This design comes from an exercise in tuning for small area on the open sky130 flow, not from production work.
Function was checked by simulation only, so behaviour that the tests miss may differ from the original.
Power figures rest on the tool's default switching activity, not on a simulated workload. The clock port is modelled as an ideal driver; clocking choices that lean on that would not hold on a real chip.

## run P
Design triangle_assembler, start of the top module:
module triangle_assembler #(
    parameter int DEPTH     = 4,
    parameter int AF_MARGIN = 2
) (
    input  logic                clk_i,
    input  logic                rst_ni,
    input  logic                data_in_i,
    input  logic [11:0]         triangle_index_in_i,
    input  logic signed [17:0]  u_i,
    input  logic signed [17:0]  v_i,
    input  logic signed [17:0]  n_i,
    input  logic                clear_status_i,
    output logic                tri_valid_o,
    input  logic                tri_ready_i,
    output logic [11:0]         tri_index_o,
    output logic [2:0][17:0]    tri_u_o,
    output logic [2:0][17:0]    tri_v_o,
    output logic [2:0][17:0]    tri_n_o,
    output logic [9:0]          bbox_min_x_o,
    output logic [9:0]          bbox_max_x_o,
    output logic [9:0]          bbox_min_y_o,
    output logic [9:0]          bbox_max_y_o,
    output logic                almost_full_o,
    output logic                seq_error_o,
    output logic                overflow_o,
    output logic [15:0]         culled_count_o
);
For scale: ~2100 cells after synthesis, about 310 I/O pins, roughly 34000 sq um of cells after synthesis.
==> flow/config.mk <==
export PLATFORM = sky130hd
export DESIGN_NAME = triangle_assembler
export DESIGN_NICKNAME = triangle_assembler
export VERILOG_FILES = /design/flow/design.v
export SDC_FILE = /design/flow/constraint.sdc
export NUM_CORES = 4
export LEC_CHECK = 0
export CAP_MARGIN = 20
export CORE_MARGIN = 2
export CORE_UTILIZATION = 45
export SLEW_MARGIN = 20
==> flow/constraint.sdc <==
create_clock -name core_clock -period 6.0 [get_ports {clk_i}]
set_input_delay 1.2000 -clock core_clock [delete_from_list [all_inputs] [get_ports {clk_i}]]
set_output_delay 1.2000 -clock core_clock [all_outputs]
set_load 0.01 [all_outputs]
standard.sh (not shown) runs the stock make flow with config.mk's settings and CLKGATE_MAP_FILE= SYNTH_SCRIPT=/design/flow/synth_recipe.tcl, a recipe that flattens the netlist after the stock synthesis.
==> flow/flow/run.sh <==
#!/bin/bash
# Standard ORFS layout (the standard.sh, standard synthesis unchanged) with
# two area settings: port buffers of the smallest buffer cell, and a clock tree
# without dummy balancing loads. Each tool's output goes to its own log here.
set -euo pipefail
export BUFFER_PORTS_ARGS="-buffer_cell sky130_fd_sc_hd__buf_1"
export CTS_ARGS="-sink_clustering_enable -repair_clock_nets -dont_use_dummy_load -sink_clustering_size 24 -sink_clustering_max_diameter 60"
bash standard.sh > flow_orfs.log 2>&1
Run P: no failed stages, no open violations at the end
Edits applied to the flow inputs when going from run P to run C:
--- a/flow/flow/run.sh
+++ b/flow/flow/run.sh
@@ -6,3 +6,3 @@
 export BUFFER_PORTS_ARGS="-buffer_cell sky130_fd_sc_hd__buf_1"
-export CTS_ARGS="-sink_clustering_enable -repair_clock_nets -dont_use_dummy_load -sink_clustering_size 24 -sink_clustering_max_diameter 60"
+export CTS_ARGS="-sink_clustering_enable -repair_clock_nets -dont_use_dummy_load -sink_clustering_size 30 -sink_clustering_max_diameter 80"
 bash standard.sh > flow_orfs.log 2>&1
[summary]
Taking run P as the reference point, the slew of the pin with the lowest slew margin of run C rises by 0.0042 ns. Looking at register fraction of the total cell area across run P and run C, the one that comes out higher is run C. Against run P, run C comes in 1.3 points lower on post-synthesis to final-layout area growth. Detailed-routed wire length on met3 ends up lower on run P. | count of TritonRoute iterations in the first routing pass | lower: run C |. Run P and run C ended up with roughly the same setup slack.


Another version of the RTL of triangle_assembler (not shown whole).
For scale: roughly 2100 cells after synthesis, ~950 flip-flops, about 310 I/O pins, ~0.034 mm2 of cells after synthesis.
clock: 6.0 ns
lec_check: 0
cap_margin: 0
core_margin: 2
core_utilization: 75
slew_margin: 0
==> flow/flow/run.sh <==
#!/bin/bash
# Standard ORFS layout (the standard.sh, standard synthesis unchanged) with
# area settings: port buffers of the smallest buffer cell, and a clock tree
# without dummy balancing loads, with up to 30 flip-flops per leaf buffer. Each tool's output goes to its own log here.
set -euo pipefail
export BUFFER_PORTS_ARGS="-buffer_cell sky130_fd_sc_hd__buf_1"
export CTS_ARGS="-sink_clustering_enable -repair_clock_nets -dont_use_dummy_load -sink_clustering_size 30 -sink_clustering_max_diameter 80"
bash standard.sh > flow_orfs.log 2>&1
Rerun with:
==> flow/flow/run.sh (replaced) <==
#!/bin/bash
# Standard ORFS layout (the standard.sh, standard synthesis unchanged) with
# area settings: port buffers of the smallest buffer cell, and a clock tree
# without dummy balancing loads, with clkbuf_8 buffers and up to 18 flip-flops per leaf buffer. Each tool's output goes to its own log here.
set -euo pipefail
export BUFFER_PORTS_ARGS="-buffer_cell sky130_fd_sc_hd__buf_1"
export CTS_ARGS="-sink_clustering_enable -repair_clock_nets -dont_use_dummy_load -sink_clustering_size 18 -sink_clustering_max_diameter 60 -buf_list sky130_fd_sc_hd__clkbuf_8"
bash standard.sh > flow_orfs.log 2>&1
CORE_UTILIZATION = 65   (was 75)
What happened: Final area barely changes; clock power goes down by a few percent; setup slack degrades by 0.23 ns; power fell slightly.
Rerun with:
--- a/flow/flow/run.sh
+++ b/flow/flow/run.sh
@@ -4 +4 @@
-# without dummy balancing loads, with clkbuf_8 buffers and up to 18 flip-flops per leaf buffer. Each tool's output goes to its own log here.
+# without dummy balancing loads, with up to 30 flip-flops per leaf buffer. Each tool's output goes to its own log here.
Fmax is unchanged.
Power stays the same.
Cell area stays the same.
Via count does not change.
Setup slack is unchanged.
Combinational power hardly moves.
Sequential share of layout area does not change.
Count of clock-buffer cells in the layout stays the same.
Die area is unchanged.
Synthesized cell count does not change.
Rerun with:
--- a/flow/flow/run.sh
+++ b/flow/flow/run.sh
@@ -7 +7 @@
-export CTS_ARGS="-sink_clustering_enable -repair_clock_nets -dont_use_dummy_load -sink_clustering_size 18 -sink_clustering_max_diameter 60 -buf_list sky130_fd_sc_hd__clkbuf_8"
+export CTS_ARGS="-sink_clustering_enable -repair_clock_nets -dont_use_dummy_load -sink_clustering_size 30 -sink_clustering_max_diameter 80"
=> Clock power increases by a little under a tenth. Worst hold slack is about the same. Sequential power stays flat. Final area increases slightly. Power increases slightly. Setup slack improved by 0.14 ns. Synthesized area stays the same.

==> afterwards: timing with drivers on the ports <==
How much do the figures lean on ideal ports? The routed layouts below were timed once more, with nothing changed but the port constraints.
Step 1 sets driving cells, clkbuf_16 on the clock port and buf_2 on the other inputs (assumed; they add their load-dependent delay and slew).
Step 2, shift: input delay + t, output delay - t, t = (earliest + latest rising clock arrival at the registers) / 2. This alone moves slack from input paths to output paths.
Three values: ideal, step 1, step 2; two values: the first two.
run | t, ns | setup WS [ns] | worst setup path after step 2
run P | 0.669 | 0.694 / 0.632 / 1.301 | register to output
run C | 0.645 | 0.697 / 0.635 / 1.279 | register to output
the first run of note 2 | 0.617 | 0.794 / 0.734 / 1.351 | register to output
the second run of note 2 | 0.744 | 0.565 / 0.504 / 1.248 | register to output
the third run of note 2 | 0.744 | 0.565 / 0.504 / 1.248 | register to output
the fourth run of note 2 | 0.641 | 0.710 / 0.648 / 1.289 | register to output
After both steps setup and hold are still met in every run listed.
